What follows belongs to an exercise in optimizing a design on an open flow for small area and a short achievable clock period; a production flow would make more cautious choices.
Only simulation tests tie the RTL to the original design; equivalence was not proved.
Power figures rest on the tool's default switching activity, not on a simulated workload.

==> design.v <==
package que_hs_pkg;
   localparam int WORD_WIDTH    = 256;
   localparam int DEFAULT_DEPTH = 8;
   localparam int STATUS_CNT_W  = 16;
   typedef struct packed {
      logic [STATUS_CNT_W-1:0] count;
      logic                    almost_full;
      logic                    almost_empty;
      logic                    overflow;
   } que_status_t;
endpackage
module que_ptr
#(
   parameter int DEPTH = que_hs_pkg::DEFAULT_DEPTH,
   parameter int PW    = $clog2(DEPTH)
) (
   input  logic          clk,
   input  logic          rst,
   input  logic          inc,
   input  logic          clr,
   output logic [PW-1:0] ptr
);
   localparam logic [PW-1:0] LAST = PW'(DEPTH - 1);
   always_ff @(posedge clk) begin
      if (rst || clr) begin
         ptr <= '0;
      end else if (inc) begin
         ptr <= (ptr == LAST) ? '0 : ptr + PW'(1);
      end
   end
endmodule
module que_hs
#(
   parameter int WIDTH    = que_hs_pkg::WORD_WIDTH,
   parameter int DEPTH    = que_hs_pkg::DEFAULT_DEPTH,
   parameter int AF_LEVEL = DEPTH - 1,
   parameter int AE_LEVEL = 1
) (
   input  logic                       clk,
   input  logic                       rst,
   input  logic                       flush,
   input  logic                       in_valid,
   output logic                       in_ready,
   input  logic [WIDTH-1:0]           in_data,
   output logic                       out_valid,
   input  logic                       out_ready,
   output logic [WIDTH-1:0]           out_data,
   output logic [$clog2(DEPTH+1)-1:0] count,
   output logic                       almost_full,
   output logic                       almost_empty,
   output logic                       overflow
);
   localparam int CW = $clog2(DEPTH + 1);
   localparam int PW = $clog2(DEPTH);
   localparam logic [que_hs_pkg::STATUS_CNT_W-1:0] DEPTH_C = que_hs_pkg::STATUS_CNT_W'(DEPTH);
   localparam logic [que_hs_pkg::STATUS_CNT_W-1:0] AF_C    = que_hs_pkg::STATUS_CNT_W'(AF_LEVEL);
   localparam logic [que_hs_pkg::STATUS_CNT_W-1:0] AE_C    = que_hs_pkg::STATUS_CNT_W'(AE_LEVEL);
   localparam logic [que_hs_pkg::STATUS_CNT_W-1:0] ONE_C   = que_hs_pkg::STATUS_CNT_W'(1);
   if (DEPTH < 2) begin : g_bad_depth
      $error("que_hs: DEPTH must be >= 2");
   end
   if (CW > que_hs_pkg::STATUS_CNT_W) begin : g_bad_depth_max
      $error("que_hs: DEPTH too large for status count field");
   end
   if (AF_LEVEL < 1 || AF_LEVEL > DEPTH) begin : g_bad_af
      $error("que_hs: AF_LEVEL must be within 1..DEPTH");
   end
   if (AE_LEVEL < 0 || AE_LEVEL > DEPTH - 1) begin : g_bad_ae
      $error("que_hs: AE_LEVEL must be within 0..DEPTH-1");
   end
   logic [WIDTH-1:0] mem [DEPTH];
   logic [PW-1:0]    head;
   logic [PW-1:0]    tail;
   que_hs_pkg::que_status_t      status_q;
   que_hs_pkg::que_status_t      status_d;
   logic             push;
   logic             pop;
   logic             drop;
   assign in_ready  = (status_q.count != DEPTH_C);
   assign out_valid = (status_q.count != '0);
   assign push = in_valid & in_ready;
   assign pop  = out_valid & out_ready;
   assign drop = in_valid & ~in_ready;
   always_comb begin
      status_d = status_q;
      if (flush) begin
         status_d.count    = '0;
         status_d.overflow = 1'b0;
      end else begin
         case ({push, pop})
            2'b10:   status_d.count = status_q.count + ONE_C;
            2'b01:   status_d.count = status_q.count - ONE_C;
            default: status_d.count = status_q.count;
         endcase
         if (drop) begin
            status_d.overflow = 1'b1;
         end
      end
      status_d.almost_full  = (status_d.count >= AF_C);
      status_d.almost_empty = (status_d.count <= AE_C);
   end
   always_ff @(posedge clk) begin
      if (rst) begin
         status_q.count        <= '0;
         status_q.almost_full  <= 1'b0;
         status_q.almost_empty <= 1'b1;
         status_q.overflow     <= 1'b0;
      end else begin
         status_q <= status_d;
      end
   end
   always_ff @(posedge clk) begin
      if (push && !flush && !rst) begin
         mem[tail] <= in_data;
      end
   end
   que_ptr #(
      .DEPTH (DEPTH),
      .PW    (PW)
   ) u_head (
      .clk   (clk),
      .rst   (rst),
      .inc   (pop & ~flush),
      .clr   (flush),
      .ptr   (head)
   );
   que_ptr #(
      .DEPTH (DEPTH),
      .PW    (PW)
   ) u_tail (
      .clk   (clk),
      .rst   (rst),
      .inc   (push & ~flush),
      .clr   (flush),
      .ptr   (tail)
   );
   assign out_data     = mem[head];
   assign count        = status_q.count[CW-1:0];
   assign almost_full  = status_q.almost_full;
   assign almost_empty = status_q.almost_empty;
   assign overflow     = status_q.overflow;
endmodule
==> run.sh <==
#!/bin/bash
# synth_recipe.tcl (not shown) runs the flow's synth.tcl, then flattens the netlist and writes it again
# the make line also repeats each setting of config.mk as NAME=value (left out here)
make -C /OpenROAD-flow-scripts/flow DESIGN_CONFIG=/design/flow/config.mk WORK_HOME=/design/flow/orfs CLKGATE_MAP_FILE= SYNTH_SCRIPT=/design/flow/synth_recipe.tcl finish
==> config.mk <==
export PLATFORM = sky130hd
export DESIGN_NAME = que_hs
export DESIGN_NICKNAME = que_hs
export VERILOG_FILES = /design/flow/design.v
export SDC_FILE = /design/flow/constraint.sdc
export NUM_CORES = 4
export LEC_CHECK = 0
export CAP_MARGIN = 20
export CORE_MARGIN = 2
export CORE_UTILIZATION = 40
export SLEW_MARGIN = 20
==> constraint.sdc <==
create_clock -name core_clock -period 5.0 [get_ports {clk}]
set_input_delay 1.0000 -clock core_clock [delete_from_list [all_inputs] [get_ports {clk}]]
set_output_delay 1.0000 -clock core_clock [all_outputs]
set_load 0.01 [all_outputs]
==> summary.md, run 1 <==
| Metric | Value |
|---|---|
| Status | `timing/DRC/antenna clean` |
| Final WS setup | `406.1 ps` |
| First-pass GRT wire length | `252500 um` |
| Most instantiated cells after synthesis | `edfxtp_1, mux4_2, mux2_2, clkbuf_1, buf_2` |
| P&R area growth vs syn | `20.26%` |
| Cts bufs inserted | `209` |
| Hold_sp | `status_q[0]` |
| F_max | `0.2177 GHz` |
| Synth area leaders | `edfxtp_1, mux4_2, mux2_2` |
| HP Class | `reg2reg` |
| Vias/cell | `5.281` |
| Initial antenna violation count | `32` |
| Port Buf Inserts | `525` |
| Synth Net Count | `3522` |
| Row cnt | `162` |
| Final setup viols | `0` |
| Post-DP HPWL | `98620 um` |
| Peak VDD IR | `0.0003036 V` |
| Hold Path End | `status_q[0]` |
| Syn Inst Count | `3241` |
| Hold Buf Count CTS | `0` |
| Critical Path RT | `4000 ps` |
| RR Startpoint | `status_q[13]` |
| Wire length per cell | `25.67 um` |
| Layout cell share with drive strength beyond 1 | `28.73%` |
| Placed insts | `6346` |
| Final Slew Violations | `0` |
| Via count | `35600` |
| Reg2reg path depth | `16` |
| Total GRT Usage | `17.20%` |
| Final Non-Filler Cells | `6741` |
| Largest net degree at the start of global routing | `97` |
| RSZ-0062 raised after global routing | `no` |
| DIE WIDTH | `447.7 um` |
| Hold Vio Cnt, Final | `0` |
| Leak | `28.81 nW` |
| Synth area leader | `edfxtp_1` |
| Total iterations of the first detailed-routing run | `5` |
| R2r setup slk | `630 ps` |
| IO Pins | `526` |
| Fraction of synthesis flops using an asynchronous set or reset pin | `0%` |
| Met2 usage | `29.24%` |
| Max-Cap Viols | `0` |
| Fin crit period | `4594 ps` |
| Clock Sinks | `2076` |
| Fin Clk Skew | `45.58 ps` |
| Slew @ Worst Pin | `798.1 ps` |
| Final ANT Viol Nets | `0` |
| Mapped cell area | `78740 sq um` |
| Post-layout instance area | `94700 sq um` |
| Pwr per Cell Area | `445.0 nW/um^2` |
| Worst setup SP type | `flop` |
| Drc violations | `0` |
| M3 GR Usage | `3.795%` |
| NumNets Final | `4214` |
| CTS H-Tree Depth | `4` |
| Critical Path End Type | `primary output` |
| Distinct cells, synth | `65` |
| Mean Syn Cell Area | `24.30 sq um` |
| Dpl ws | `528.1 ps` |
| Synth warnings | `2` |
| Core Region | `195200 sq um` |
| Clk slew on worst S/H paths | `60 ps` |
| Vias in the first global route | `37290` |
| Clock latency (worst-skew pair) | `850 ps` |
| Clock buffer depth | `3` |
| DP Area | `88240 sq um` |
| Worst EP arrival | `3590 ps` |
| FF-to-FF End | `status_q[1]` |
| CTS tree | `built` |
| Root Buffer | `clkbuf_16` |
| Critical path peak fanout | `25` |
| M1 GR Usage | `21.87%` |
| Initial DRC count | `2375` |
| Die area | `200400 sq um` |
| Post-CTS resize count | `0` |
| Initial core utilization | `40.34%` |
| Total grt overflow | `0` |
| Number of synthesized flops with an enable pin | `2048` |
| Post-synthesis sequential area ratio | `78.82%` |
| Hold path depth | `2` |
| Top-count cell post-synth | `edfxtp_1` |
| Max-slew headroom | `46.79%` |
| GR peak layer | `met2` |
| Post-synth top area share | `78.10%` |
| Dominant synthesized flop cell | `edfxtp_1` |
| Postcts setup bufs | `0` |
| Total routed wirelength | `173000 um` |
| Gpl congestion | `0.7713` |
| Yosys reg bits | `2076` |
| Worst Path Class, Setup | `reg2out` |
| Die H | `447.7 um` |
| Fin crit share | `91.88%` |
==> layout make-up <==
type / count / area (sq um)
Antenna cell: 10 / 25.02
Clock buffer: 264 / 5468
Clock inverter: 121 / 960.9
Fill cell: 15760 / 100500
Inverter: 14 / 55.05
Multi-Input combinational cell: 995 / 16010
Sequential cell: 2076 / 62070
Tap cell: 2624 / 3283
Timing Repair Buffer: 637 / 6822
==> layout by cell type, fill, tap and decap left out, types with 19 or more instances in the layout <==
master              n
a21oi_1            27
buf_4              54
clkbuf_1           53
buf_12             58
clkinv_2           31
ha_1               19
dfxtp_1            25
mux2_2            256
mux4_2            512
clkinv_1           61
edfxtp_1         2048
nor2_1             34
clkbuf_16         210
nand2_1            19
clkdlybuf4s50_1   525
==> state kept, by name (all words and copies together), names as in the netlist, named ones only <==
register and count:
u_tail.ptr 3, u_head.ptr 3, mem 2048, status_q 19
==> critical path, cell delays in order (launching register included) <==
cell and delay, ps:
dfxtp_4 650, buf_12 290, buf_4 360, mux4_2 540
mux2_2 280, clkdlybuf4s50_1 570
==> through the flow <==
stage          util, %  setup TNS, ps  hold WS [ps]  total power, W
5_1_grt          48.51              0         519.2         0.04389
3_5_place_dp     45.21              0         462.6         0.02806
2_1_floorplan        -       -3120100         454.1         0.02508
4_1_cts          48.50              0         493.1         0.04275
3_3_place_gp     45.21              0         479.8         0.02805
6_report         48.51              0         497.4         0.04214
==> worst max path at each step <==
stage                          endpoint  cells past startpoint     start
after floorplan               mem[1][0]                      4     flush
final                       out_data[9]                      5      flop
after global placement      status_q[2]                     13  in_valid
after detailed placement    status_q[2]                     13  in_valid
after global routing        out_data[3]                      5      flop
after CTS                 out_data[231]                      5      flop
==> cell families after synthesis <==
| family | count (synthesis) | synth area share [%] |
|---|---|---|
| flip-flops | 2076 | 78.82 |
| multiplexers | 774 | 18.38 |
| buffers and inverters | 170 | 0.9550 |
| AND/OR/NAND/NOR | 113 | 0.7071 |
| AO/OA/AOI/OAI | 82 | 0.7469 |
| adder cells (fa/ha/maj) | 20 | 0.3273 |
| XOR/XNOR | 6 | 0.06674 |
==> layer usage <==
layer	vias to the layer above	wire, um
met3	289	8882
met5	-	157
met4	24	5117
li1	15310	-
met1	19160	70650
met2	826	88230
==> power breakdown <==
group / switching [W] / internal [W]
sequential: 0.000139 / 0.0194
clock: 0.00648 / 0.00811
combinational: 0.00371 / 0.00435
==> run 2: changes to the inputs <==
==> design.v (replaced) <==
package que_hs_pkg;
   localparam int WORD_WIDTH    = 256;
   localparam int DEFAULT_DEPTH = 8;
endpackage
module que_ptr
#(
   parameter int N = que_hs_pkg::DEFAULT_DEPTH - 1
) (
   input  logic         clk,
   input  logic         rst,
   input  logic         inc,
   input  logic         clr,
   output logic [N-1:0] ptr,
   output logic [N-1:0] ptr_d
);
   always_comb begin
      if (rst || clr) begin
         ptr_d = N'(1);
      end else if (inc) begin
         ptr_d = {ptr[N-2:0], ptr[N-1]};
      end else begin
         ptr_d = ptr;
      end
   end
   always_ff @(posedge clk) begin
      ptr <= ptr_d;
   end
endmodule
module que_hs
#(
   parameter int WIDTH    = que_hs_pkg::WORD_WIDTH,
   parameter int DEPTH    = que_hs_pkg::DEFAULT_DEPTH,
   parameter int AF_LEVEL = DEPTH - 1,
   parameter int AE_LEVEL = 1
) (
   input  logic                       clk,
   input  logic                       rst,
   input  logic                       flush,
   input  logic                       in_valid,
   output logic                       in_ready,
   input  logic [WIDTH-1:0]           in_data,
   output logic                       out_valid,
   input  logic                       out_ready,
   output logic [WIDTH-1:0]           out_data,
   output logic [$clog2(DEPTH+1)-1:0] count,
   output logic                       almost_full,
   output logic                       almost_empty,
   output logic                       overflow
);
   localparam int CW = $clog2(DEPTH + 1);
   localparam int MD = DEPTH - 1;    
   logic [CW-1:0] cnt_q, cnt_d;
   logic          in_ready_q;       
   logic          out_valid_q;      
   logic          one_q;            
   logic          af_q, ae_q, ovf_q;
   logic push, pop, drop;
   assign push = in_valid  & in_ready_q;
   assign pop  = out_ready & out_valid_q;
   assign drop = in_valid  & ~in_ready_q;
   always_comb begin
      if (flush) begin
         cnt_d = '0;
      end else begin
         case ({push, pop})
            2'b10:   cnt_d = cnt_q + CW'(1);
            2'b01:   cnt_d = cnt_q - CW'(1);
            default: cnt_d = cnt_q;
         endcase
      end
   end
   always_ff @(posedge clk) begin
      if (rst) begin
         cnt_q       <= '0;
         in_ready_q  <= 1'b1;
         out_valid_q <= 1'b0;
         one_q       <= 1'b0;
         af_q        <= 1'b0;
         ae_q        <= 1'b1;
         ovf_q       <= 1'b0;
      end else begin
         cnt_q       <= cnt_d;
         in_ready_q  <= (cnt_d != CW'(DEPTH));
         out_valid_q <= (cnt_d != '0);
         one_q       <= (cnt_d == CW'(1));
         af_q        <= (cnt_d >= CW'(AF_LEVEL));
         ae_q        <= (cnt_d <= CW'(AE_LEVEL));
         ovf_q       <= flush ? 1'b0 : (ovf_q | drop);
      end
   end
   logic          wr_inc, rd_inc;
   logic [MD-1:0] wr_oh, rd_oh, rd_oh_d;
   logic [MD-1:0] rdm_q;            
   assign wr_inc = push & out_valid_q & ~(one_q & out_ready);
   assign rd_inc = out_ready & (|rdm_q);
   que_ptr #(.N(MD)) u_wr (
      .clk   (clk),
      .rst   (rst),
      .inc   (wr_inc),
      .clr   (flush),
      .ptr   (wr_oh),
      .ptr_d ()
   );
   que_ptr #(.N(MD)) u_rd (
      .clk   (clk),
      .rst   (rst),
      .inc   (rd_inc),
      .clr   (flush),
      .ptr   (rd_oh),
      .ptr_d (rd_oh_d)
   );
   always_ff @(posedge clk) begin
      if (rst) begin
         rdm_q <= '0;
      end else begin
         rdm_q <= (cnt_d >= CW'(2)) ? rd_oh_d : '0;
      end
   end
   logic [MD-1:0][WIDTH-1:0] mem_q;
   logic [WIDTH-1:0]         out_q, out_d;
   for (genvar k = 0; k < MD; k++) begin : g_mem
      always_ff @(posedge clk) begin
         if (wr_oh[k] & in_ready_q) begin
            mem_q[k] <= in_data;
         end
      end
   end
   logic          sel_in, sel_hold;
   logic [MD-1:0] sel_mem;
   assign sel_in   = ~out_valid_q | (out_ready & one_q);
   assign sel_hold = out_valid_q & ~out_ready;
   assign sel_mem  = {MD{out_ready}} & rdm_q;
   always_comb begin
      out_d = ({WIDTH{sel_in}} & in_data) | ({WIDTH{sel_hold}} & out_q);
      for (int k = 0; k < MD; k++) begin
         out_d = out_d | ({WIDTH{sel_mem[k]}} & mem_q[k]);
      end
   end
   always_ff @(posedge clk) begin
      out_q <= out_d;
   end
   assign in_ready     = in_ready_q;
   assign out_valid    = out_valid_q;
   assign out_data     = out_q;
   assign count        = cnt_q;
   assign almost_full  = af_q;
   assign almost_empty = ae_q;
   assign overflow     = ovf_q;
endmodule
==> summary.md, run 2 <==
| Metric | Value |
|---|---|
| Status | `timing/DRC/antenna clean` |
| F_max | `0.3002 GHz (+38%)` |
| Gpl congestion | `0.7927 (+2.8%)` |
| Row cnt | `155 (-4.3%)` |
| Leak | `28.27 nW (-1.9%)` |
| Hold_sp | `mem_q[1215]` |
| CTS H-Tree Depth | `4 (unchanged)` |
| Worst Path Class, Setup | `in2reg` |
| Final Slew Violations | `0 (unchanged)` |
| FF-to-FF End | `in_ready_q` |
| NumNets Final | `4813 (+14%)` |
| Most instantiated cells after synthesis | `edfxtp_1, a22oi_1, dfxtp_1, nand2_1, nand4_1` |
| HP Class | `reg2reg` |
| Final WS setup | `1669 ps (+1263 ps)` |
| Total routed wirelength | `192600 um (+11%)` |
| Post-DP HPWL | `101000 um (+2.4%)` |
| Dpl ws | `876.3 ps (+348.2 ps)` |
| Fraction of synthesis flops using an asynchronous set or reset pin | `0% (unchanged)` |
| DP Area | `80810 sq um (-8.4%)` |
| Post-synthesis sequential area ratio | `82.52% (+3.7 points)` |
| Synth Net Count | `4250 (+21%)` |
| Critical Path End Type | `flop` |
| Port Buf Inserts | `525 (unchanged)` |
| Hold Vio Cnt, Final | `0 (unchanged)` |
| Synth area leaders | `edfxtp_1, dfxtp_1, a22oi_1` |
| R2r setup slk | `2000 ps (+1370 ps)` |
| Initial core utilization | `40.36% (about the same)` |
| Total GRT Usage | `20.40% (+3.2 points)` |
| Postcts setup bufs | `0 (unchanged)` |
| Peak VDD IR | `0.0003413 V (+12%)` |
| Final setup viols | `0 (unchanged)` |
| Post-synth top area share | `74.56% (-3.5 points)` |
| Worst EP arrival | `4030 ps (+440 ps)` |
| Root Buffer | `clkbuf_16` |
| Total iterations of the first detailed-routing run | `6 (+1)` |
| Hold Path End | `out_q[191]` |
| CTS tree | `built` |
| RR Startpoint | `in_ready_q` |
| Fin crit share | `66.61% (-25 points)` |
| Final total power | `0.03604 W (-14%)` |
| Worst setup SP type | `input port` |
| Vias/cell | `5.751 (+8.9%)` |
| Sw Ratio | `20.72% (-3.8 points)` |
| Placed insts | `6696 (+5.5%)` |
| Cell Int Power | `0.02857 W (-10%)` |
| Critical path peak fanout | `11 (-56%)` |
| Clk slew on worst S/H paths | `60 ps (about the same)` |
| Critical Path RT | `5700 ps (+1700 ps)` |
| Total grt overflow | `0 (unchanged)` |
| Fin crit period | `3331 ps (-1263 ps)` |
| Max-slew headroom | `26.63% (-20 points)` |
| Drc violations | `0 (unchanged)` |
| Core Region | `178800 sq um (-8.4%)` |
| IO Pins | `526 (unchanged)` |
| Commonest non-fill, non-tap cell in the layout | `edfxtp_1` |
| Switching pwr | `0.007469 W (-28%)` |
| Top reg by flops | `mem_q` |
| Wire length per cell | `27.13 um (+5.7%)` |
| Clock latency (worst-skew pair) | `860 ps (about the same)` |
| Die area | `183900 sq um (-8.3%)` |
| Yosys reg bits | `2079 (+0.14%)` |
| Top-count cell post-synth | `edfxtp_1` |
| Layout cell share with drive strength beyond 1 | `9.070% (-20 points)` |
| P&R area growth vs syn | `21.28%` |
| Final Non-Filler Cells | `7101 (+5.3%)` |
| Number of flip-flops under the largest register name | `1792 (-13%)` |
| Syn Inst Count | `3986 (+23%)` |
| Post-CTS resize count | `0 (unchanged)` |
| Number of synthesized flops with an enable pin | `1792 (-13%)` |
| Vias in the first global route | `40430 (+8.4%)` |
| Initial DRC count | `3554 (+50%)` |
| Seq pwr share | `53.8% (+7.5 points)` |
| Commonest non-fill, non-tap cells in the layout | `edfxtp_1, clkdlybuf4s50_1, a22oi_1` |
| Pwr per Cell Area | `411.8 nW/um^2 (-7.5%)` |
| Clock Sinks | `2079 (+0.14%)` |
| Fin Clk Skew | `36.89 ps (-8.689 ps)` |
| Post-layout instance area | `87530 sq um (-7.6%)` |
| Largest net degree at the start of global routing | `91 (-6.2%)` |
| Initial antenna violation count | `33 (+3.1%)` |
| Final ANT Viol Nets | `0 (unchanged)` |
| Synth warnings | `2 (unchanged)` |
| Proportion of power drawn by the clock network | `42.1% (+7.5 points)` |
| Hold path depth | `2 (unchanged)` |
| Largest registers | `mem_q: 1792 flops, out_q: 256 flops` |
| Mapped cell area | `72180 sq um (-8.3%)` |
| Distinct cells, synth | `38 (-42%)` |
| Synth area leader | `edfxtp_1` |
| Max-Cap Viols | `0 (unchanged)` |
| Slew @ Worst Pin | `1101 ps (+302.4 ps)` |
| Worst hold margin | `442.2 ps (-55.22 ps)` |
| Cts bufs inserted | `206 (-1.4%)` |
| RSZ-0062 raised after global routing | `no` |
| Hold Buf Count CTS | `0 (unchanged)` |
| Logic pwr share | `4.1% (-15 points)` |
| Clock buffer depth | `3 (unchanged)` |
| Via count | `40840 (+15%)` |
| Mean Syn Cell Area | `18.11 sq um (-25%)` |
| Die H | `428.8 um (-4.2%)` |
| DIE WIDTH | `428.8 um (-4.2%)` |
| First-pass GRT wire length | `280200 um (+11%)` |
| Reg2reg path depth | `9 (-7)` |
| Dominant synthesized flop cell | `edfxtp_1` |
run 2: cell count changes after synthesis, sizes merged, moves of 19 or more:
cell / previous run / this run
mux4: 512 / 0
nor2: 41 / 14
dfxtp: 28 / 287
a22o: 0 / 256
a22oi: 0 / 513
nand4: 4 / 257
buf: 77 / 51
mux2: 256 / 0
nand2: 20 / 275
clkbuf: 79 / 215
a21oi: 28 / 9
edfxtp: 2048 / 1792
a221oi: 0 / 256
run 2: cell families (layout without fill, tap and decap cells):
group	after synthesis	count (layout)	share of synthesized area [%]
DFF	2079	2079	82.52
buffers and inverters	268	1012	1.432
and+or+nand+nor	574	574	4.010
AOI/OAI and AO/OA	1050	1050	11.83
other	0	16	0
xor gates and xnor gates	4	4	0.04855
muxes	8	8	0.1110
adders and majority gates	3	3	0.05201
run 2: how the worst max path moves through the flow:
stage	startpoint	to	slack, ps	depth (start not counted)
after detailed placement	out_ready	in_ready_q	880	10
after floorplan	in_ready_q	mem_q[512]	-2100	2
after CTS	out_ready	in_ready_q	1770	10
final	out_ready	in_ready_q	1670	10
after global placement	out_ready	in_ready_q	760	10
after global routing	out_ready	in_ready_q	1520	10
run 2: layout make-up:
type	count	area [sq um]
inverter	2	7.507
sequential	2079	59560
fill	14770	91280
tap	2355	2947
clock buffer	311	5914
clock inverter	78	770.7
antenna	16	40.04
timing repair buffer	621	6664
multi-input combinational	1639	11630
run 2: power by group through the flow:
| stage | Clock [W] | Combinational (W) | Sequential, W |
|---|---|---|---|
| after detailed placement | 0 | 0.00148 | 0.0198 |
| after global routing | 0.0162 | 0.00158 | 0.0194 |
| after floorplan | 0 | 0.000337 | 0.0198 |
| after CTS | 0.0155 | 0.00149 | 0.0194 |
| after global placement | 0 | 0.00146 | 0.0198 |
| final | 0.0152 | 0.00148 | 0.0194 |
run 2: critical path, cell delays in order:
cell	delay [ps]
clkdlybuf4s50_1	770
and2_1	230
ha_1	260
xor2_1	170
ha_1	260
nor3b_1	290
nand2_1	90
or2_2	270
o21ai_0	100
or4b_2	600
run 2: per-layer routing:
metal  track usage (%)  routed length, um  vias to the layer above  part of all wire [%]
met1             26.44              78460                    21240                    41
met2             34.25              96170                     1449                    50
met3             3.802              12020                      318                   6.2
met5                 0                101                        -                 0.052
met4             7.449               5896                       14                   3.1
li1                  -                  -                    17820                     -
run 2: metrics by stage:
| stage | utilization (%) | TNS (ps) |
|---|---|---|
| after floorplan | - | -538760 |
| after global placement | 45.19 | 0 |
| after detailed placement | 45.19 | 0 |
| after CTS | 48.93 | 0 |
| after global routing | 48.95 | 0 |
| final | 48.95 | 0 |
==> run 3: changes to the inputs <==
--- a/design.v
+++ b/design.v
@@ -59,15 +59,38 @@
    assign pop  = out_ready & out_valid_q;
    assign drop = in_valid  & ~in_ready_q;
+   logic          up, dn;
+   logic [CW-1:0] cnt_up, cnt_dn;
+   assign up     = push & ~pop;
+   assign dn     = pop & ~push;
+   assign cnt_up = cnt_q + CW'(1);
+   assign cnt_dn = cnt_q - CW'(1);
    always_comb begin
-      if (flush) begin
-         cnt_d = '0;
-      end else begin
-         case ({push, pop})
-            2'b10:   cnt_d = cnt_q + CW'(1);
-            2'b01:   cnt_d = cnt_q - CW'(1);
-            default: cnt_d = cnt_q;
-         endcase
-      end
+      if (flush)   cnt_d = '0;
+      else if (up) cnt_d = cnt_up;
+      else if (dn) cnt_d = cnt_dn;
+      else         cnt_d = cnt_q;
    end
+   logic in_ready_up, in_ready_dn, out_valid_up, out_valid_dn;
+   logic one_up, one_dn, af_up, af_dn, ae_up, ae_dn, ge2_up, ge2_dn, ge2_q;
+   assign in_ready_up  = (cnt_up != CW'(DEPTH));
+   assign in_ready_dn  = 1'b1;
+   assign out_valid_up = 1'b1;
+   assign out_valid_dn = (cnt_dn != '0);
+   assign one_up       = (cnt_up == CW'(1));
+   assign one_dn       = (cnt_dn == CW'(1));
+   assign af_up        = (cnt_up >= CW'(AF_LEVEL));
+   assign af_dn        = (cnt_dn >= CW'(AF_LEVEL));
+   assign ae_up        = (cnt_up <= CW'(AE_LEVEL));
+   assign ae_dn        = (cnt_dn <= CW'(AE_LEVEL));
+   assign ge2_up       = (cnt_up >= CW'(2));
+   assign ge2_dn       = (cnt_dn >= CW'(2));
+   assign ge2_q        = out_valid_q & ~one_q;
+   function automatic logic pick(input logic fl, input logic u, input logic d,
+                                 input logic f_flush, input logic f_up,
+                                 input logic f_dn, input logic f_q);
+      pick = fl ? f_flush : u ? f_up : d ? f_dn : f_q;
+   endfunction
+   logic ge2_d;
+   assign ge2_d = pick(flush, up, dn, 1'b0, ge2_up, ge2_dn, ge2_q);
    always_ff @(posedge clk) begin
       if (rst) begin
@@ -81,9 +104,9 @@
       end else begin
          cnt_q       <= cnt_d;
-         in_ready_q  <= (cnt_d != CW'(DEPTH));
-         out_valid_q <= (cnt_d != '0);
-         one_q       <= (cnt_d == CW'(1));
-         af_q        <= (cnt_d >= CW'(AF_LEVEL));
-         ae_q        <= (cnt_d <= CW'(AE_LEVEL));
+         in_ready_q  <= pick(flush, up, dn, 1'b1, in_ready_up, in_ready_dn, in_ready_q);
+         out_valid_q <= pick(flush, up, dn, 1'b0, out_valid_up, out_valid_dn, out_valid_q);
+         one_q       <= pick(flush, up, dn, 1'b0, one_up, one_dn, one_q);
+         af_q        <= pick(flush, up, dn, AF_LEVEL == 0, af_up, af_dn, af_q);
+         ae_q        <= pick(flush, up, dn, 1'b1, ae_up, ae_dn, ae_q);
          ovf_q       <= flush ? 1'b0 : (ovf_q | drop);
       end
@@ -114,5 +137,5 @@
          rdm_q <= '0;
       end else begin
-         rdm_q <= (cnt_d >= CW'(2)) ? rd_oh_d : '0;
+         rdm_q <= ge2_d ? rd_oh_d : '0;
       end
    end
==> flow/run.sh (new file) <==
#!/bin/bash
# Standard ORFS layout (the standard.sh, standard synthesis unchanged) with
# two layout choices changed: ports are buffered with plain buffers
# (sky130_fd_sc_hd__buf_2) instead of the resizer's default pick, and the
# resizer may change a cell's footprint when it sizes it.
set -euo pipefail
bash standard.sh \
  "BUFFER_PORTS_ARGS=-buffer_cell sky130_fd_sc_hd__buf_2" \
  MATCH_CELL_FOOTPRINT=0 \
  finish > flow_make.log 2>&1
==> standard.sh (new file) <==
#!/bin/bash
# synth_recipe.tcl (not shown) runs the flow's synth.tcl, then flattens the netlist and writes it again
# the make line also repeats each setting of config.mk as NAME=value (left out here)
make -C /OpenROAD-flow-scripts/flow DESIGN_CONFIG=/design/flow/config.mk WORK_HOME=/design/flow/orfs CLKGATE_MAP_FILE= SYNTH_SCRIPT=/design/flow/synth_recipe.tcl "${@:-finish}"
--- a/config.mk
+++ b/config.mk
@@ -8,4 +8,5 @@
 export CAP_MARGIN = 20
 export CORE_MARGIN = 2
-export CORE_UTILIZATION = 40
+export CORE_UTILIZATION = 55
+export SETUP_SLACK_MARGIN = 2.5
 export SLEW_MARGIN = 20
removed: run.sh
==> summary.md, run 3 <==
| Metric | Value |
|---|---|
| Largest registers | `mem_q: 1792 flops, out_q: 256 flops` |
| Final Slew Violations | `0 (unchanged)` |
| Fin Clk Skew | `29.94 ps (-6.957 ps)` |
| Port Buf Inserts | `525 (unchanged)` |
| Leak | `28.28 nW (about the same)` |
| Vias in the first global route | `40500 (+0.18%)` |
| Final total power | `0.03554 W (-1.4%)` |
| Wire length per cell | `28.00 um (+3.2%)` |
| Critical path's largest stage delay | `450 ps (-320 ps)` |
| Cell Chain, Critical Path | `buf_2` |
| Initial core utilization | `55.25% (+15 points)` |
| Gpl congestion | `0.7969 (+0.53%)` |
| Peak VDD IR | `0.0003466 V (+1.5%)` |
| Synth area leaders | `edfxtp_1, dfxtp_1, a22oi_1` |
| Most instantiated cells after synthesis | `edfxtp_1, a22oi_1, dfxtp_1, nand2_1` |
| Number of flip-flops under the largest register name | `1792 (unchanged)` |
| Reg2reg path depth | `2 (-7)` |
| Hold Path End | `mem_q[101]` |
| Vias/cell | `6.263 (+8.9%)` |
| Root Buffer | `clkbuf_16` |
| DIE WIDTH | `366.7 um (-14%)` |
| R2r setup slk | `2770 ps (+770 ps)` |
| Core Region | `131000 sq um (-27%)` |
| Drc violations | `0 (unchanged)` |
| First-pass GRT wire length | `268200 um (-4.3%)` |
| Post-synth top area share | `74.37% (-0.18 points)` |
| Final Non-Filler Cells | `6516 (-8.2%)` |
| HP Class | `in2reg` |
| Row cnt | `133 (-14%)` |
| Synth area leader | `edfxtp_1` |
| Yosys reg bits | `2079 (unchanged)` |
| Synth Net Count | `4293 (+1.0%)` |
| Total iterations of the first detailed-routing run | `6 (unchanged)` |
| Clock Sinks | `2079 (unchanged)` |
| CTS tree | `built` |
| CTS H-Tree Depth | `4 (unchanged)` |
| Die area | `134500 sq um (-27%)` |
| IO Pins | `526 (unchanged)` |
| Max-Cap Viols | `0 (unchanged)` |
| Dominant synthesized flop cell | `edfxtp_1` |
| Worst setup SP type | `flop` |
| Top reg by flops | `mem_q` |
| Final ANT Viol Nets | `0 (unchanged)` |
| Total grt overflow | `0 (unchanged)` |
| Status | `timing/DRC/antenna clean` |
| F_max | `0.4098 GHz (+36%)` |
| Placed insts | `6107 (-8.8%)` |
| Initial DRC count | `3643 (+2.5%)` |
| Final TNS setup | `0 ps (unchanged)` |
| Layout filler cell count | `9219 (-38%)` |
| P&R area growth vs syn | `16.13%` |
| NumNets Final | `4827 (+0.29%)` |
| Total routed wirelength | `182400 um (-5.3%)` |
| Hold_sp | `in_data[101]` |
| Layout cell share with drive strength beyond 1 | `19.57% (+10 points)` |
| Cts bufs inserted | `203 (-1.5%)` |
| Final core area utilization | `64.16% (+15 points)` |
| Worst EP arrival | `1440 ps (-2590 ps)` |
| Number of synthesized flops with an enable pin | `1792 (unchanged)` |
| Mean Syn Cell Area | `17.98 sq um (-0.68%)` |
| Post-DP HPWL | `93670 um (-7.2%)` |
| Pwr per Cell Area | `423.0 nW/um^2 (+2.7%)` |
| Commonest non-fill, non-tap cell in the layout | `edfxtp_1` |
| Worst Path Class, Setup | `reg2out` |
| Crit path max-delay family | `flip-flops` |
| Slowest cell on crit path | `dfxtp_1` |
| Post-synthesis sequential area ratio | `82.31% (-0.20 points)` |
| Syn Inst Count | `4023 (+0.93%)` |
| RSZ-0062 raised after global routing | `no` |
| Critical path peak fanout | `2 (-9)` |
| Top-count cell post-synth | `edfxtp_1` |
| FF-to-FF End | `mem_q[1700]` |
| Die H | `366.7 um (-14%)` |
| Initial antenna violation count | `79 (+140%)` |
| Via count | `40810 (-0.066%)` |
| Fraction of synthesis flops using an asynchronous set or reset pin | `0% (unchanged)` |
| Crit path from | `out_q[58]` |
| Distinct cells, synth | `40 (+5.3%)` |
| Mapped cell area | `72350 sq um (+0.25%)` |
| Total GRT Usage | `26.81% (+6.4 points)` |
| Fin crit share | `48.81% (-18 points)` |
| Critical Path RT | `4000 ps (-1700 ps)` |
| Combined buffer and inverter count along the critical path | `1 (unchanged)` |
| Critical Path End Type | `primary output` |
| Commonest non-fill, non-tap cells in the layout | `edfxtp_1, buf_2, a22oi_1` |
| Final setup viols | `0 (unchanged)` |
| Largest net degree at the start of global routing | `124 (+36%)` |
| Max-slew headroom | `37.19% (+11 points)` |
| Clock buffer depth | `3 (unchanged)` |
| Fin crit period | `2440 ps (-890.4 ps)` |
| Hold path depth | `1 (-1)` |
| Clock latency (worst-skew pair) | `820 ps (-40 ps)` |
| Clk slew on worst S/H paths | `60 ps (about the same)` |
| Synth warnings | `2 (unchanged)` |
| Hold Vio Cnt, Final | `0 (unchanged)` |
| Slew @ Worst Pin | `942.1 ps (-158.4 ps)` |
| RR Startpoint | `in_ready_q` |
-- run 3: what timing repair did --
action                     4_1_cts  5_1_grt
setup endpoints to repair       12        8
hold buffers                     0        0
cloned                           0        0
resized for setup                5        2
buffers inserted                 0        0
-- run 3: worst max-delay path by stage --
stage / to / slack (ps) / depth (start not counted)
2_1_floorplan: mem_q[0] / 2340 / 1
3_3_place_gp: out_q[42] / 1930 / 6
3_5_place_dp: out_q[67] / 1930 / 6
4_1_cts: out_data[58] / 2510 / 1
5_1_grt: out_data[58] / 2510 / 1
6_report: out_data[58] / 2560 / 1
-- run 3: cell type report --
| cell class | instances | area [sq um] | area share (%) |
|---|---|---|---|
| flip-flops and latches | 2079 | 59570 | 70.90 |
| multi-input cells | 1671 | 11800 | 14.04 |
| inverters | 8 | 30.03 | 0.03574 |
| diodes | 29 | 72.57 | 0.08637 |
| clock buffers | 302 | 5879 | 6.997 |
| clock inverters | 78 | 742.0 | 0.8830 |
| well taps | 1755 | 2196 | 2.613 |
| repair buffers | 594 | 3734 | 4.444 |
-- run 3: cell families (layout without fill, tap and decap cells) --
logic type | after synthesis | count (layout) | synth area share [%]
adders and majority gates | 9 | 9 | 0.1556
DFF | 2079 | 2079 | 82.31
muxes | 8 | 8 | 0.1107
and+or+nand+nor | 594 | 594 | 4.116
AOI/OAI and AO/OA | 1057 | 1057 | 11.82
xor gates and xnor gates | 3 | 3 | 0.03632
other | 0 | 29 | 0
buffers and inverters | 273 | 982 | 1.451
-- run 3: metal layers --
metal | vias up | GRT usage [%] | wire length, um
met5 | - | 0 | 465
met4 | 68 | 9.449 | 5320
met3 | 356 | 7.104 | 14200
met2 | 1404 | 42.73 | 87230
met1 | 21110 | 35.92 | 75220
li1 | 17880 | - | -
-- run 3: metrics by stage --
stage	area [sq um]	setup WS, ps	hold WS, ps
final	84020	2560	451.3
after global routing	84010	2505	420.3
after CTS	83940	2507	389.0
after detailed placement	77320	1930	449.9
after global placement	77320	1929	443.0
after floorplan	72370	2343	445.3
-- run 3: power by group --
| group | switching, W | leakage (nW) | internal [W] |
|---|---|---|---|
| Clock | 0.00625 | 3.26 | 0.00878 |
| Sequential | 0.000201 | 18.9 | 0.0192 |
| Combinational | 0.000761 | 6.10 | 0.000378 |
==> run 4: changes to the inputs <==
--- a/config.mk
+++ b/config.mk
@@ -9,4 +9,6 @@
 export CORE_MARGIN = 2
 export CORE_UTILIZATION = 55
+export CTS_CLUSTER_DIAMETER = 100
+export CTS_CLUSTER_SIZE = 30
 export SETUP_SLACK_MARGIN = 2.5
 export SLEW_MARGIN = 20
==> summary.md, run 4 <==
| Metric | Value |
|---|---|
| Cell Int Power | `0.02270 W (-20%)` |
| Peak VDD IR | `0.0003039 V (-12%)` |
| CTS H-Tree Depth | `3 (-1)` |
| Synth warnings | `2 (unchanged)` |
| Synth area leader | `edfxtp_1` |
| Most instantiated cells after synthesis | `edfxtp_1, a22oi_1, dfxtp_1, nand2_1` |
| Post-DP HPWL | `93670 um (unchanged)` |
| Distinct cells, synth | `40 (unchanged)` |
| Hold path depth | `2 (+1)` |
| F_max | `0.4165 GHz (+1.6%)` |
| Number of flip-flops under the largest register name | `1792 (unchanged)` |
| Max-Cap Viols | `0 (unchanged)` |
| Port Buf Inserts | `525 (unchanged)` |
| Initial DRC count | `3717 (+2.0%)` |
| Hold Vio Cnt, Final | `0 (unchanged)` |
| Fin crit period | `2401 ps (-39.35 ps)` |
| Mean Syn Cell Area | `17.98 sq um (unchanged)` |
| Worst EP arrival | `1400 ps (-40 ps)` |
| Critical Path End Type | `primary output` |
| Largest net degree at the start of global routing | `124 (unchanged)` |
| Top reg by flops | `mem_q` |
| Pwr per Cell Area | `359.2 nW/um^2 (-15%)` |
| Synth Net Count | `4293 (unchanged)` |
| Stages on the worst setup path | `1 (unchanged)` |
| Gpl congestion | `0.7969 (unchanged)` |
| Layout cell share with drive strength beyond 1 | `15.92% (-3.6 points)` |
| Placed insts | `6107 (unchanged)` |
| RSZ-0062 raised after global routing | `no` |
| Largest registers | `mem_q: 1792 flops, out_q: 256 flops` |
| Final total power | `0.02863 W (-19%)` |
| Sw Ratio | `20.74% (+0.44 points)` |
| Seq pwr share | `67.6% (+13 points)` |
| Vias in the first global route | `38900 (-4.0%)` |
| IO Pins | `526 (unchanged)` |
| Critical Path RT | `4000 ps (about the same)` |
| Via count | `39980 (-2.0%)` |
| Critical path's largest stage delay | `490 ps (+40 ps)` |
| Wire length per cell | `28.60 um (+2.2%)` |
| Clock Sinks | `2079 (unchanged)` |
| Crit path max-delay family | `flip-flops` |
| Fraction of synthesis flops using an asynchronous set or reset pin | `0% (unchanged)` |
| Leak | `26.13 nW (-7.6%)` |
| Final TNS setup | `0 ps (unchanged)` |
| CTS tree | `built` |
| NumNets Final | `4703 (-2.6%)` |
| Layout filler cell count | `9599 (+4.1%)` |
| Root Buffer | `clkbuf_16` |
| Total GRT Usage | `26.20% (-0.62 points)` |
| Total iterations of the first detailed-routing run | `6 (unchanged)` |
| Logic pwr share | `4.0% (+0.8 points)` |
| Cts bufs inserted | `79 (-61%)` |
| Total routed wirelength | `179600 um (-1.6%)` |
| Cell Chain, Critical Path | `buf_2` |
| Yosys reg bits | `2079 (unchanged)` |
| Post-CTS resize count | `4 (-1)` |
| Commonest non-fill, non-tap cells in the layout | `edfxtp_1, buf_2, a22oi_1` |
| Number of synthesized flops with an enable pin | `1792 (unchanged)` |
| Clock buffer depth | `3 (unchanged)` |
| Worst hold margin | `473.9 ps (+22.68 ps)` |
| Hold Buf Count CTS | `0 (unchanged)` |
| Initial core utilization | `55.25% (unchanged)` |
| Postcts setup bufs | `0 (unchanged)` |
| Combined buffer and inverter count along the critical path | `1 (unchanged)` |
| Final Slew Violations | `0 (unchanged)` |
| Commonest non-fill, non-tap cell in the layout | `edfxtp_1` |
| Total grt overflow | `0 (unchanged)` |
| HP Class | `reg2reg` |
| Final Non-Filler Cells | `6278 (-3.7%)` |
| Worst Path Class, Setup | `reg2out` |
| Vias/cell | `6.367 (+1.7%)` |
| DIE WIDTH | `366.7 um (unchanged)` |
| Initial antenna violation count | `75 (-5.1%)` |
| Clk slew on worst S/H paths | `110 ps (+50 ps)` |
| Post-synth top area share | `74.37% (unchanged)` |
| Die area | `134500 sq um (unchanged)` |
| Final setup viols | `0 (unchanged)` |
| Dominant synthesized flop cell | `edfxtp_1` |
| Mapped cell area | `72350 sq um (unchanged)` |
| Max-slew headroom | `39.39% (+2.2 points)` |
| First-pass GRT wire length | `262700 um (-2.1%)` |
| Post-synthesis sequential area ratio | `82.31% (unchanged)` |
| Critical path peak fanout | `2 (unchanged)` |
| Final ANT Viol Nets | `0 (unchanged)` |
| P&R area growth vs syn | `10.19%` |
| Proportion of power drawn by the clock network | `28.5% (-14 points)` |
| Synth area leaders | `edfxtp_1, dfxtp_1, a22oi_1` |
| Top-count cell post-synth | `edfxtp_1` |
| Row cnt | `133 (unchanged)` |
| Slew @ Worst Pin | `909.2 ps (-32.94 ps)` |
| Fin Clk Skew | `20.17 ps (-9.763 ps)` |
| Worst setup SP type | `flop` |
| Switching pwr | `0.005938 W (-18%)` |
| Slowest cell on crit path | `dfxtp_1` |
| Clock latency (worst-skew pair) | `720 ps (-100 ps)` |
| Die H | `366.7 um (unchanged)` |
| Core Region | `131000 sq um (unchanged)` |
| Syn Inst Count | `4023 (unchanged)` |
| Status | `timing/DRC/antenna clean` |
| Drc violations | `0 (unchanged)` |
| Fin crit share | `48.02% (-0.79 points)` |
| Reg2reg path depth | `7 (+5)` |
[run 4: cell count changes in the layout (fill, tap and decap cells not counted), moves of 2 or more]
cell | before | now
inv_6 | 5 | 3
clkinv_2 | 37 | 0
clkinvlp_4 | 3 | 0
clkbuf_16 | 209 | 83
clkbuf_8 | 30 | 0
bufinv_16 | 13 | 0
diode_2 | 29 | 32
clkinv_4 | 0 | 2
clkinv_1 | 18 | 0
clkinv_8 | 2 | 0
clkbuf_1 | 63 | 50
[run 4: layout make-up]
cell class | instances | area (sq um) | share of cell area [%]
flip-flops and latches | 2079 | 59570 | 74.71
multi-input cells | 1671 | 11800 | 14.80
repair buffers | 594 | 3734 | 4.683
clock buffers | 133 | 2265 | 2.841
well taps | 1755 | 2196 | 2.754
diodes | 32 | 80.08 | 0.1004
clock inverters | 6 | 55.05 | 0.06905
inverters | 8 | 30.03 | 0.03767
[run 4: cell families (layout without fill, tap and decap cells)]
logic type                 after synthesis  count (layout)  synth area share (%)
DFF                                   2079            2079                 82.31
xor gates and xnor gates                 3               3               0.03632
AOI/OAI and AO/OA                     1057            1057                 11.82
buffers and inverters                  273             741                 1.451
adders and majority gates                9               9                0.1556
and+or+nand+nor                        594             594                 4.116
muxes                                    8               8                0.1107
other                                    0              32                     0
[run 4: per-layer routing]
| layer | GRT usage, % | vias to the layer above | wire (um) |
|---|---|---|---|
| li1 | - | 17500 | - |
| met1 | 35.80 | 20780 | 73290 |
| met2 | 42.43 | 1355 | 86890 |
| met3 | 5.788 | 271 | 14460 |
| met4 | 8.001 | 66 | 4491 |
| met5 | 0 | - | 439 |
[run 4: through the flow]
step	instance area, sq um	util [%]	worst slack [ps]
final	79730	60.88	2599
after global routing	79700	60.85	2560
after CTS	79640	60.81	2504
after detailed placement	77320	59.04	1930
after global placement	77320	59.04	1929
after floorplan	72370	-	2343
[run 4: worst reg2reg max path, delay by kind of cell (launching register included)]
family | cells | cell delay, ps
adder cells (fa/ha/maj) | 1 | 300
buffers and inverters | 1 | 120
AND/OR/NAND/NOR | 3 | 800
flip-flops | 1 | 480
AO/OA/AOI/OAI | 2 | 470
[run 4: power by group through the flow]
stage | clock network, W | registers, W | logic, W
after floorplan | 0 | 0.0198 | 0.000338
after global placement | 0 | 0.0197 | 0.00112
after detailed placement | 0 | 0.0197 | 0.00114
after CTS | 0.00833 | 0.0193 | 0.00114
after global routing | 0.00888 | 0.0194 | 0.00124
final | 0.00815 | 0.0193 | 0.00114
[run 4: path summary, 6_finish.rpt]
path | start | end | slack [ps]
worst min register to register | ovf_q | ovf_q | 470
worst max register to register | cnt_q[0] | rdm_q[1] | 2730
worst max-delay path | out_q[10] | out_data[10] | 2600
worst min-delay path | ovf_q | ovf_q | 470
==> run 5: changes to the inputs <==
==> run.sh (new file) <==
#!/bin/bash
# synth_recipe.tcl (not shown) runs the flow's synth.tcl, then flattens the netlist and writes it again
# the make line also repeats each setting of config.mk as NAME=value (left out here)
make -C /OpenROAD-flow-scripts/flow DESIGN_CONFIG=/design/flow/config.mk WORK_HOME=/design/flow/orfs CLKGATE_MAP_FILE= SYNTH_SCRIPT=/design/flow/synth_recipe.tcl finish
--- a/config.mk
+++ b/config.mk
@@ -9,6 +9,4 @@
 export CORE_MARGIN = 2
 export CORE_UTILIZATION = 55
-export CTS_CLUSTER_DIAMETER = 100
-export CTS_CLUSTER_SIZE = 30
 export SETUP_SLACK_MARGIN = 2.5
 export SLEW_MARGIN = 20
removed: flow/run.sh
removed: standard.sh
==> summary.md, run 5 <==
| Metric | Value |
|---|---|
| Wire length per cell | `28.67 um (+0.25%)` |
| Total GRT Usage | `27.63% (+1.4 points)` |
| Total routed wirelength | `187100 um (+4.2%)` |
| F_max | `0.4069 GHz (-2.3%)` |
| Clock Sinks | `2079 (unchanged)` |
| Layout cell share with drive strength beyond 1 | `13.04% (-2.9 points)` |
| Mean Syn Cell Area | `17.98 sq um (unchanged)` |
| Pwr per Cell Area | `411.2 nW/um^2 (+14%)` |
| Initial DRC count | `3700 (-0.46%)` |
| Fin crit period | `2458 ps (+56.64 ps)` |
| Max-Cap Viols | `0 (unchanged)` |
| Port Buf Inserts | `525 (unchanged)` |
| Distinct cells, synth | `40 (unchanged)` |
| Critical path peak fanout | `2 (unchanged)` |
| Fin Clk Skew | `18.39 ps (-1.781 ps)` |
| Final Slew Violations | `0 (unchanged)` |
| Total iterations of the first detailed-routing run | `8 (+2)` |
| Worst Path Class, Setup | `reg2out` |
| Post-synth top area share | `74.37% (unchanged)` |
| Vias in the first global route | `40490 (+4.1%)` |
| Final TNS setup | `0 ps (unchanged)` |
| Final total power | `0.03570 W (+25%)` |
| Total grt overflow | `0 (unchanged)` |
| Yosys reg bits | `2079 (unchanged)` |
| Cell Chain, Critical Path | `clkdlybuf4s15_2` |
| Fraction of synthesis flops using an asynchronous set or reset pin | `0% (unchanged)` |
| Final ANT Viol Nets | `0 (unchanged)` |
| Most instantiated cells after synthesis | `edfxtp_1, a22oi_1, dfxtp_1, nand2_1` |
| Vias/cell | `6.245 (-1.9%)` |
| DIE WIDTH | `366.7 um (unchanged)` |
| Final setup viols | `0 (unchanged)` |
| R2r setup slk | `2570 ps (-160 ps)` |
| Synth Net Count | `4293 (unchanged)` |
| Syn Inst Count | `4023 (unchanged)` |
| Synth warnings | `2 (unchanged)` |
| Footprint of the multi-input gates | `11830 sq um (+0.26%)` |
| Worst EP arrival | `1460 ps (+60 ps)` |
| Initial antenna violation count | `46 (-39%)` |
| Max-slew headroom | `33.83% (-5.6 points)` |
| Crit path from | `out_q[73]` |
| RR Startpoint | `in_ready_q` |
| Cell Int Power | `0.02849 W (+26%)` |
| Root Buffer | `clkbuf_16` |
| Hold_sp | `u_wr.ptr[2]` |
| Mapped cell area | `72350 sq um (unchanged)` |
| Post-synthesis sequential area ratio | `82.31% (unchanged)` |
| Fin crit share | `49.15% (+1.1 points)` |
| CTS H-Tree Depth | `4 (+1)` |
| Commonest non-fill, non-tap cells in the layout | `edfxtp_1, a22oi_1, nand2_1` |
| Clock buffer depth | `3 (unchanged)` |
| Seq pwr share | `54.3% (-13 points)` |
| Row cnt | `133 (unchanged)` |
| Die H | `366.7 um (unchanged)` |
| NumNets Final | `4853 (+3.2%)` |
| Hold Path End | `u_wr.ptr[3]` |
| Hold path depth | `2 (unchanged)` |
| Number of synthesized flops with an enable pin | `1792 (unchanged)` |
| Drc violations | `0 (unchanged)` |
| First-pass GRT wire length | `274300 um (+4.4%)` |
| Proportion of power drawn by the clock network | `41.9% (+13 points)` |
| Synth area leaders | `edfxtp_1, dfxtp_1, a22oi_1` |
| Logic pwr share | `3.7% (-0.3 points)` |
| FF-to-FF End | `mem_q[1162]` |
| CTS tree | `built` |
| Leak | `28.57 nW (+9.3%)` |
| Worst setup SP type | `flop` |
| IO Pins | `526 (unchanged)` |
| Status | `timing/DRC/antenna clean` |
| RSZ-0062 raised after global routing | `yes` |
| Dominant synthesized flop cell | `edfxtp_1` |
| Largest registers | `mem_q: 1792 flops, out_q: 256 flops` |
| Number of flip-flops under the largest register name | `1792 (unchanged)` |
| DP Area | `80140 sq um (+3.6%)` |
| Initial core utilization | `55.25% (unchanged)` |
| Post-layout instance area | `86800 sq um (+8.9%)` |
| Clock latency (worst-skew pair) | `810 ps (+90 ps)` |
| Slew @ Worst Pin | `992.6 ps (+83.46 ps)` |
| Layout filler cell count | `8923 (-7.0%)` |
| Largest net degree at the start of global routing | `110 (-11%)` |
| Critical Path RT | `4000 ps (about the same)` |
| Reg2reg path depth | `3 (-4)` |
| Via count | `40760 (+2.0%)` |
| Core Region | `131000 sq um (unchanged)` |
| HP Class | `reg2reg` |
| Hold Vio Cnt, Final | `0 (unchanged)` |
| Peak VDD IR | `0.0003412 V (+12%)` |
| Top-count cell post-synth | `edfxtp_1` |
| Critical Path End Type | `primary output` |
| Crit path max-delay family | `flip-flops` |
| Slowest cell on crit path | `dfxtp_2` |
| Switching pwr | `0.007203 W (+21%)` |
| Critical path's largest stage delay | `390 ps (-100 ps)` |
| Sw Ratio | `20.18% (-0.56 points)` |
| Top reg by flops | `mem_q` |
| Post-DP HPWL | `97180 um (+3.7%)` |
| P&R area growth vs syn | `19.97%` |
| Combined buffer and inverter count along the critical path | `1 (unchanged)` |
| Gpl congestion | `0.7791 (-2.2%)` |
| Cts bufs inserted | `202 (+160%)` |
| Clk slew on worst S/H paths | `60 ps (-50 ps)` |
| Die area | `134500 sq um (unchanged)` |
| Commonest non-fill, non-tap cell in the layout | `edfxtp_1` |
| Hold Buf Count CTS | `0 (unchanged)` |
| Sequential cell area | `59690 sq um (+0.21%)` |
| Synth area leader | `edfxtp_1` |
[run 5: cell counts after synthesis]
No cell type changed its count.
[run 5: worst min-delay path: stages (launching register included)]
cell     delay (ps)
dfxtp_1         320
nand2_1          60
a21oi_1          50
[run 5: how the worst max path moves through the flow]
stage                               to  slack [ps]  cells after the start
after floorplan               mem_q[0]        2340                      1
after global placement      out_q[128]        1490                      6
after detailed placement     out_q[80]        1460                      6
after CTS                     count[0]        2430                      1
after global routing        mem_q[364]        2500                      3
final                     out_data[73]        2540                      1
[run 5: repair_timing]
| action | CTS | global route |
|---|---|---|
| endpoints found under the setup margin | 442 | 53 |
| pin swaps | 4 | 0 |
| hold endpoints to repair | 0 | 0 |
| setup buffers | 4 | 0 |
| gates resized for setup | 723 | 41 |
| cloned | 4 | 0 |
[run 5: cell type report]
| cell class | instances | share of cell area [%] |
|---|---|---|
| Antenna cell | 16 | 0.04613 |
| Multi-Input combinational cell | 1675 | 13.63 |
| Inverter | 8 | 0.03460 |
| Clock buffer | 311 | 6.871 |
| Clock inverter | 65 | 0.7034 |
| Sequential cell | 2079 | 68.77 |
| Tap cell | 1755 | 2.530 |
| Timing Repair Buffer | 617 | 7.413 |
[run 5: logic make-up (layout without fill, tap and decap cells)]
kind of cell / after synthesis / after routing / synth area share [%]
adder cells (fa/ha/maj): 9 / 9 / 0.1556
AND/OR/NAND/NOR: 594 / 598 / 4.116
AO/OA/AOI/OAI: 1057 / 1057 / 11.82
flip-flops: 2079 / 2079 / 82.31
other: 0 / 16 / 0
multiplexers: 8 / 8 / 0.1107
XOR/XNOR: 3 / 3 / 0.03632
buffers and inverters: 273 / 1001 / 1.451
[run 5: through the flow]
stage	instances	util [%]	hold WS [ps]	worst slack, ps
2_1_floorplan	4023	-	445.3	2343
3_3_place_gp	6126	61.19	453.8	1489
3_5_place_dp	6126	61.19	462.9	1463
4_1_cts	6510	66.30	472.3	2425
5_1_grt	6523	66.27	495.6	2498
6_report	6526	66.28	472.5	2542
[run 5: layer usage]
layer  global-route usage [%]  wire length, um
met1                    37.50            77620
met3                    6.908            14410
met4                    9.489             4906
met5                        0              276
met2                    43.92            89910
[run 5: power groups by stage]
| stage | clock network [W] | registers (W) | logic (W) |
|---|---|---|---|
| global placement | 0 | 0.0198 | 0.00141 |
| finish | 0.0150 | 0.0194 | 0.00134 |
| CTS | 0.0152 | 0.0194 | 0.00135 |
| floorplan | 0 | 0.0198 | 0.000338 |
| detailed placement | 0 | 0.0198 | 0.00143 |
| global route | 0.0159 | 0.0194 | 0.00144 |

what the ideal ports hide:
No port has a modelled driver above. Below, the same layouts with a new extraction and two added sets of constraints.
Step 1: set_driving_cell puts a clkbuf_16 on clk and a buf_2 on each other input, an assumption about the parent block.
Step 2 also shifts input and output timing later by t, the mid clock arrival at the registers, as if the neighbouring blocks saw the same clock.
Slacks: ideal ports / drivers / drivers and shift; pairs: ideal ports / drivers.
run	t (ns)	setup slack, ns	worst setup path at the end
run 1	0.911	0.406 / 0.318 / 0.469	input to register
run 2	0.920	1.669 / 1.728 / 0.808	input to register
run 3	0.879	2.560 / 2.481 / 1.914	input to register
run 4	0.786	2.599 / 2.521 / 1.949	input to register
run 5	0.881	2.542 / 2.463 / 1.750	input to register
After both steps setup and hold are still met in every run listed. The setup slack of run 2, which loses most, moves by +0.059 ns with the drivers and by -0.861 ns with both steps.
